This design comes from an exercise in tuning for small area, a short achievable clock period and few clock cycles on the open sky130 flow, not from production work.
Where RTL was checked, it was by simulation tests only, not by an equivalence proof against the original.

// ppm_p6_top
module ppm_p6_top
(
    input  logic        clk,
    input  logic        rst_n,
    input  logic        in_valid,
    output logic        in_stall,
    input  logic [7:0]  in_byte,
    input  logic        in_eos,
    output logic        out_valid,
    input  logic        out_stall,
    output logic [2:0]  out_kind,
    output logic [7:0]  out_red,
    output logic [7:0]  out_green,
    output logic [7:0]  out_blue,
    output logic [15:0] out_column,
    output logic [15:0] out_row,
    output logic [15:0] out_width,
    output logic [15:0] out_height,
    output logic        out_last,
    input  logic        cfg_write,
    input  logic        cfg_index,
    input  logic [15:0] cfg_data
);
clock: 5.0 ns
lec_check: 0
cap_margin: 20
core_margin: 2
core_utilization: 40
place_density: 0.6
setup_slack_margin: 2.8
slew_margin: 20
run.sh (not shown) runs the stock make flow with config.mk's settings and CLKGATE_MAP_FILE= SYNTH_SCRIPT=/design/flow/synth_recipe.tcl, a recipe that flattens the netlist after the stock synthesis.
Testbench counts at the start, summed over its fixed seeds: cycles 66,959.
Change:
--- a/flow/design.v
+++ b/flow/design.v
@@ -64,13 +64,12 @@
     logic        ir_v;
     logic [7:0]  ir_b;
     logic        ir_eos;
     logic        ir_sep;        
     logic        ir_hash;
     logic        ir_digit;
-    logic [1:0]  ir_dh;         
     logic        ir_ns;         
     logic        ir_res;        
     logic        ir_pix;        
     logic        ir_wbad;       
     logic        ir_hbad;
     logic        stall_reg;
@@ -79,14 +78,12 @@
     logic        comment_reg;
     logic [1:0]  magic_reg;
     logic        ovf_reg;
     logic        digit_reg;
     logic        neg_reg;
     logic        stop_reg;
-    logic [1:0]  m255_reg;      
-    logic        m255_bad;      
     logic        fmt_bad_reg;
     logic        size_bad_reg;
     logic [15:0] width_reg;
     logic [15:0] height_reg;
     logic [1:0]  comp_reg;
     logic [7:0]  red_reg;
@@ -132,20 +129,21 @@
     assign acc_clear = eos || t_close;
     assign hdr_close = t_close && (tok_reg == 2'd3);
     assign pix_out   = !eos && pixp && (comp_reg == 2'd2);
     logic [15:0] acc_mul;
     logic        acc_big;
     logic [15:0] acc_sum;
-    assign acc_sum = {col_reg[14:0], 1'b1} + {col_reg[12:0], ir_dh, c[3]};
+    assign acc_sum = {col_reg[14:0], 1'b1} +
+                     {col_reg[12:0], c[2] | c[3], c[1] | c[3], c[3]};
     assign acc_mul = {acc_sum[15:1], c[0]};
     assign acc_big = (col_reg > 16'd6553) || (col_reg == 16'd6553 && c[3:0] > 4'd5);
     logic        hdr_fmt;
     logic        hdr_size;
     logic        hdr_good;
-    assign hdr_fmt  = (magic_reg != MAGIC_P6) || fmt_bad_reg || neg_reg ||
-                      m255_bad || (m255_reg != 2'd3);
+    assign hdr_fmt  = (magic_reg != MAGIC_P6) || fmt_bad_reg || !digit_reg || neg_reg ||
+                      ovf_reg || (col_reg != 16'd255);
     assign hdr_size = size_bad_reg || ir_wbad || ir_hbad;
     assign hdr_good = !hdr_fmt && !hdr_size;
     logic [2:0]  r_kind;
     logic        r_dbl;
     always_comb
     begin
@@ -225,15 +223,15 @@
     assign take   = o_v && !out_stall;
     assign o_free = !o_v || (take && o_last);
     assign o_en   = !o_v || !out_stall;
     assign s_pix  = (s_kind == KIND_PIXEL);
     assign e_kind = s_v ? s_kind : r_kind;
     assign e_dbl  = s_v ? s_dbl  : r_dbl;
-    assign e_rgb  = s_v ? s_rgb  : {red_reg, green_reg, c};
+    assign e_rgb  = s_v ? s_rgb  : (ir_pix ? {red_reg, green_reg, c} : 24'd0);
     assign e_pix  = s_v ? s_pix  : ir_pix;
-    assign e_hdr  = s_v ? (s_kind == KIND_HEADER) : (tokp && tok_reg == 2'd3 && hdr_good);
+    assign e_hdr  = (e_kind == KIND_HEADER);
     assign adv    = o_free && (s_v ? s_pix : (pen && ir_pix));
     assign s_v_n  = (s_v || r_put) && !o_free;
     assign o_v_n  = o_free ? (s_v || r_put) : 1'b1;
     logic in_fire;
     logic ir_v_n;
     logic ns_d;
@@ -265,24 +263,23 @@
         begin
             ir_b     <= in_byte;
             ir_eos   <= in_eos;
             ir_sep   <= in_sep;
             ir_hash  <= in_hash;
             ir_digit <= in_digit;
-            ir_dh    <= {in_byte[2] | in_byte[3], in_byte[1] | in_byte[3]};
             ir_ns    <= ns_new;
             ir_res   <= res_new;
             ir_pix   <= pix_new;
             ir_wbad  <= (width_reg == 16'd0) || (width_reg > max_width_reg);
             ir_hbad  <= (height_reg == 16'd0) || (height_reg > max_height_reg);
         end
         if (r_put)
         begin
             s_kind <= r_kind;
             s_dbl  <= r_dbl;
-            s_rgb  <= {red_reg, green_reg, c};
+            s_rgb  <= ir_pix ? {red_reg, green_reg, c} : 24'd0;
         end
         if (o_en)
         begin
             if (o_v && !o_last)
             begin
                 o_kind <= (o_kind == KIND_PIXEL) ? KIND_DONE : KIND_TRUNCATED;
@@ -294,13 +291,13 @@
                 o_h    <= 16'd0;
             end
             else
             begin
                 o_kind <= e_kind;
                 o_last <= !e_dbl;
-                o_rgb  <= e_pix ? e_rgb : 24'd0;
+                o_rgb  <= e_rgb;
                 o_col  <= e_pix ? col_reg : 16'd0;
                 o_row  <= e_pix ? row_reg : 16'd0;
                 o_w    <= e_hdr ? width_reg  : 16'd0;
                 o_h    <= e_hdr ? height_reg : 16'd0;
             end
         end
@@ -315,14 +312,12 @@
             magic_reg    <= MAGIC_NONE;
             col_reg      <= 16'd0;
             ovf_reg      <= 1'b0;
             digit_reg    <= 1'b0;
             neg_reg      <= 1'b0;
             stop_reg     <= 1'b0;
-            m255_reg     <= 2'd0;
-            m255_bad     <= 1'b0;
             fmt_bad_reg  <= 1'b0;
             size_bad_reg <= 1'b0;
             comp_reg     <= 2'd0;
         end
         else
         begin
@@ -343,26 +338,12 @@
                     magic_reg <= MAGIC_NONE;
                 else if (t_char && tok_reg == 2'd0)
                     magic_reg <= t_first ? ((c == CHAR_P) ? MAGIC_P : MAGIC_BAD)
                                          : ((magic_reg == MAGIC_P && c == CHAR_SIX) ? MAGIC_P6 : MAGIC_BAD);
                 if (acc_clear)
                 begin
-                    m255_reg <= 2'd0;
-                    m255_bad <= 1'b0;
-                end
-                else if (acc_digit)
-                begin
-                    if (m255_reg == 2'd0 && c[3:0] == 4'd2)
-                        m255_reg <= 2'd1;
-                    else if ((m255_reg == 2'd1 || m255_reg == 2'd2) && c[3:0] == 4'd5)
-                        m255_reg <= m255_reg + 2'd1;
-                    else if (m255_reg != 2'd0 || c[3:0] != 4'd0)
-                        m255_bad <= 1'b1;
-                end
-                if (acc_clear)
-                begin
                     ovf_reg   <= 1'b0;
                     digit_reg <= 1'b0;
                     neg_reg   <= 1'b0;
                     stop_reg  <= 1'b0;
                 end
                 else if (t_char)
After rerunning: The changed run produced a clean layout; clock skew falls by 9.6 ps; design area rises by 2.3%; routed wire length rises by about 0.9%; final cell count rises by 1.2%; synthesized cell count falls by about 1.5%; sequential share of layout area falls by 1.7 points.
Testbench counts after the change, summed over its fixed seeds: cycles 66,959.

---

== P ==
ppm_p6_top, a different RTL version from the one above (not shown whole).
Size: ~1200 cells after synthesis, ~240 flip-flops, about 130 I/O pins, roughly 13000 um2 of cells after synthesis.
==> flow/config.mk <==
export PLATFORM = sky130hd
export DESIGN_NAME = ppm_p6_top
export DESIGN_NICKNAME = ppm_p6_top
export VERILOG_FILES = /design/flow/design.v
export SDC_FILE = /design/flow/constraint.sdc
export NUM_CORES = 4
export LEC_CHECK = 0
export CAP_MARGIN = 20
export CORE_MARGIN = 2
export CORE_UTILIZATION = 40
export PLACE_DENSITY = 0.6
export SETUP_SLACK_MARGIN = 2.8
export SLEW_MARGIN = 20
==> flow/constraint.sdc <==
create_clock -name core_clock -period 5.0 [get_ports {clk}]
set_input_delay 1.0000 -clock core_clock [delete_from_list [all_inputs] [get_ports {clk}]]
set_output_delay 1.0000 -clock core_clock [all_outputs]
set_load 0.01 [all_outputs]
What Q does differently from P at the input level:
-- flow/design.v --
<<< P, line 71
    logic        ir_res;        
    logic        ir_pix;        
    logic        ir_tc;         
    logic        ir_wbad;       
    logic        ir_hbad;
>>> Q, line 71
    logic        ir_res;        
    logic        ir_pix;        
    logic        ir_wbad;       
    logic        ir_hbad;
<<< P, line 102
    logic [15:0] o_col;
    logic [15:0] o_row;
    logic        o_hdr;         
    logic        hdr_pend;      
    logic [7:0]  c;
    logic        pen;
>>> Q, line 101
    logic [15:0] o_col;
    logic [15:0] o_row;
    logic [15:0] o_w;
    logic [15:0] o_h;
    logic [7:0]  c;
    logic        pen;
<<< P, line 133
    logic [15:0] acc_mul;
    logic        acc_big;
    logic [15:0] acc_sum;
    assign acc_sum = {col_reg[14:0], 1'b1} +
                     {col_reg[12:0], c[2] | c[3], c[1] | c[3], c[3]};
    assign acc_mul = {acc_sum[15:1], c[0]};
    assign acc_big = (col_reg > 16'd6553) || (col_reg == 16'd6553 && c[3:0] > 4'd5);
    logic        hdr_fmt;
>>> Q, line 132
    logic [15:0] acc_mul;
    logic        acc_big;
    assign acc_mul = (col_reg << 3) + (col_reg << 1) + {12'd0, c[3:0]};
    assign acc_big = (col_reg > 16'd6553) || (col_reg == 16'd6553 && c[3:0] > 4'd5);
    logic        hdr_fmt;
<<< P, line 198
    logic        comp2_d;
    logic        in_sep, in_hash, in_digit;
    logic        ns_new, res_new, pix_new, tc_new;
    assign tokp_d  = pen ? t_char || (tokp && !eos && !ir_sep) : tokp;
    assign tok_d   = pen ? tok_n : tok_reg;
>>> Q, line 194
    logic        comp2_d;
    logic        in_sep, in_hash, in_digit;
    logic        ns_new, res_new, pix_new;
    assign tokp_d  = pen ? t_char || (tokp && !eos && !ir_sep) : tokp;
    assign tok_d   = pen ? tok_n : tok_reg;
<<< P, line 208
    assign ns_new  = in_eos || (tokp_d && in_sep) || comp2_d;
    assign res_new = pix_new || (!in_eos && tokp_d && in_sep && tok_d == 2'd3);
    assign tc_new  = !in_eos && tokp_d && in_sep && (tok_d == 2'd1 || tok_d == 2'd2);
    logic        r_put;
    logic        take;
>>> Q, line 204
    assign ns_new  = in_eos || (tokp_d && in_sep) || comp2_d;
    assign res_new = pix_new || (!in_eos && tokp_d && in_sep && tok_d == 2'd3);
    logic        r_put;
    logic        take;
<<< P, line 239
    logic ns_d;
    logic pix_d;
    logic tc_d;
    logic hdr_pend_n;
    assign in_fire = in_valid && !stall_reg;
    assign ir_v_n  = in_fire || (ir_v && !pen);
    assign ns_d    = in_fire ? ns_new : ir_ns;
    assign pix_d   = in_fire ? pix_new : ir_pix;
    assign tc_d    = in_fire ? tc_new : ir_tc;
    assign hdr_pend_n = (r_put && r_kind == KIND_HEADER) || (hdr_pend && !(take && o_hdr));
    always_ff @(posedge clk or negedge rst_n)
    begin
>>> Q, line 234
    logic ns_d;
    logic pix_d;
    assign in_fire = in_valid && !stall_reg;
    assign ir_v_n  = in_fire || (ir_v && !pen);
    assign ns_d    = in_fire ? ns_new : ir_ns;
    assign pix_d   = in_fire ? pix_new : ir_pix;
    always_ff @(posedge clk or negedge rst_n)
    begin
<<< P, line 255
            s_v       <= 1'b0;
            o_v       <= 1'b0;
            hdr_pend  <= 1'b0;
        end
        else
        begin
            ir_v      <= ir_v_n;
            stall_reg <= ir_v_n && ((ns_d && s_v_n) || (pix_d && s_v) || (tc_d && hdr_pend_n));
            s_v       <= s_v_n;
            o_v       <= o_v_n;
            hdr_pend  <= hdr_pend_n;
        end
    end
>>> Q, line 246
            s_v       <= 1'b0;
            o_v       <= 1'b0;
        end
        else
        begin
            ir_v      <= ir_v_n;
            stall_reg <= ir_v_n && ((ns_d && s_v_n) || (pix_d && s_v));
            s_v       <= s_v_n;
            o_v       <= o_v_n;
        end
    end
<<< P, line 278
            ir_res   <= res_new;
            ir_pix   <= pix_new;
            ir_tc    <= tc_new;
            ir_wbad  <= (width_reg == 16'd0) || (width_reg > max_width_reg);
            ir_hbad  <= (height_reg == 16'd0) || (height_reg > max_height_reg);
>>> Q, line 267
            ir_res   <= res_new;
            ir_pix   <= pix_new;
            ir_wbad  <= (width_reg == 16'd0) || (width_reg > max_width_reg);
            ir_hbad  <= (height_reg == 16'd0) || (height_reg > max_height_reg);
<<< P, line 297
                o_col  <= 16'd0;
                o_row  <= 16'd0;
                o_hdr  <= 1'b0;
            end
            else
>>> Q, line 285
                o_col  <= 16'd0;
                o_row  <= 16'd0;
                o_w    <= 16'd0;
                o_h    <= 16'd0;
            end
            else
<<< P, line 306
                o_col  <= e_pix ? col_reg : 16'd0;
                o_row  <= e_pix ? row_reg : 16'd0;
                o_hdr  <= e_hdr;
            end
        end
>>> Q, line 295
                o_col  <= e_pix ? col_reg : 16'd0;
                o_row  <= e_pix ? row_reg : 16'd0;
                o_w    <= e_hdr ? width_reg  : 16'd0;
                o_h    <= e_hdr ? height_reg : 16'd0;
            end
        end
<<< P, line 412
    assign out_column = o_col;
    assign out_row    = o_row;
    assign out_width  = o_hdr ? width_reg  : 16'd0;
    assign out_height = o_hdr ? height_reg : 16'd0;
    assign out_last   = o_last;
endmodule
>>> Q, line 402
    assign out_column = o_col;
    assign out_row    = o_row;
    assign out_width  = o_w;
    assign out_height = o_h;
    assign out_last   = o_last;
endmodule
Between Q and P, it is Q whose highest achievable clock rate is lower, by about 1.5%. Against P, Q comes in about 2.5% lower on post-detailed-route via-to-cell ratio. Run comparison: P end of the critical path out_height[1]; Q end of the critical path u_dec.col_reg[14]. Reported for P and Q, count of pins on the block boundary turned out identical to the last digit. Area: Q vs P -> Q larger. Number of placement rows (Q vs. P) increases by a few percent.
No functional check of the RTL was part of any run of this note.

[port drivers added, routing unchanged]
How much do the figures lean on ideal ports? The routed layouts below were timed once more, with nothing changed but the port constraints.
Step 1: set_driving_cell puts a clkbuf_16 on clk and a buf_2 on each other input, an assumption about the parent block.
Step 2 adds t to the input delays and takes it off the output delays; t is the mean of the earliest and latest rising clock arrival at the registers after step 1. Input paths then give back, and output paths get back, about the clock's delay inside the block.
a / b / c = ideal / step 1 / step 2; a / b = the first two.
| run | t (ns) | slack for setup (ns) | worst setup path after step 2 | worst register clock-pin slew, ns |
|---|---|---|---|---|
| the first run of note 1 | 0.584 | 2.682 / 2.682 / 2.262 | input to register | 0.07 / 0.07 |
| the second run of note 1 | 0.600 | 2.741 / 2.741 / 2.236 | input to register | 0.07 / 0.07 |
| P | 0.584 | 2.511 / 2.463 / 2.192 | input to register | 0.06 / 0.06 |
| Q | 0.575 | 2.474 / 2.474 / 2.239 | input to register | 0.07 / 0.07 |
After both steps every run listed still meets setup and hold. The setup slack of the second run of note 1, which loses most, moves by 0.000 ns with the drivers and by -0.505 ns with both steps.
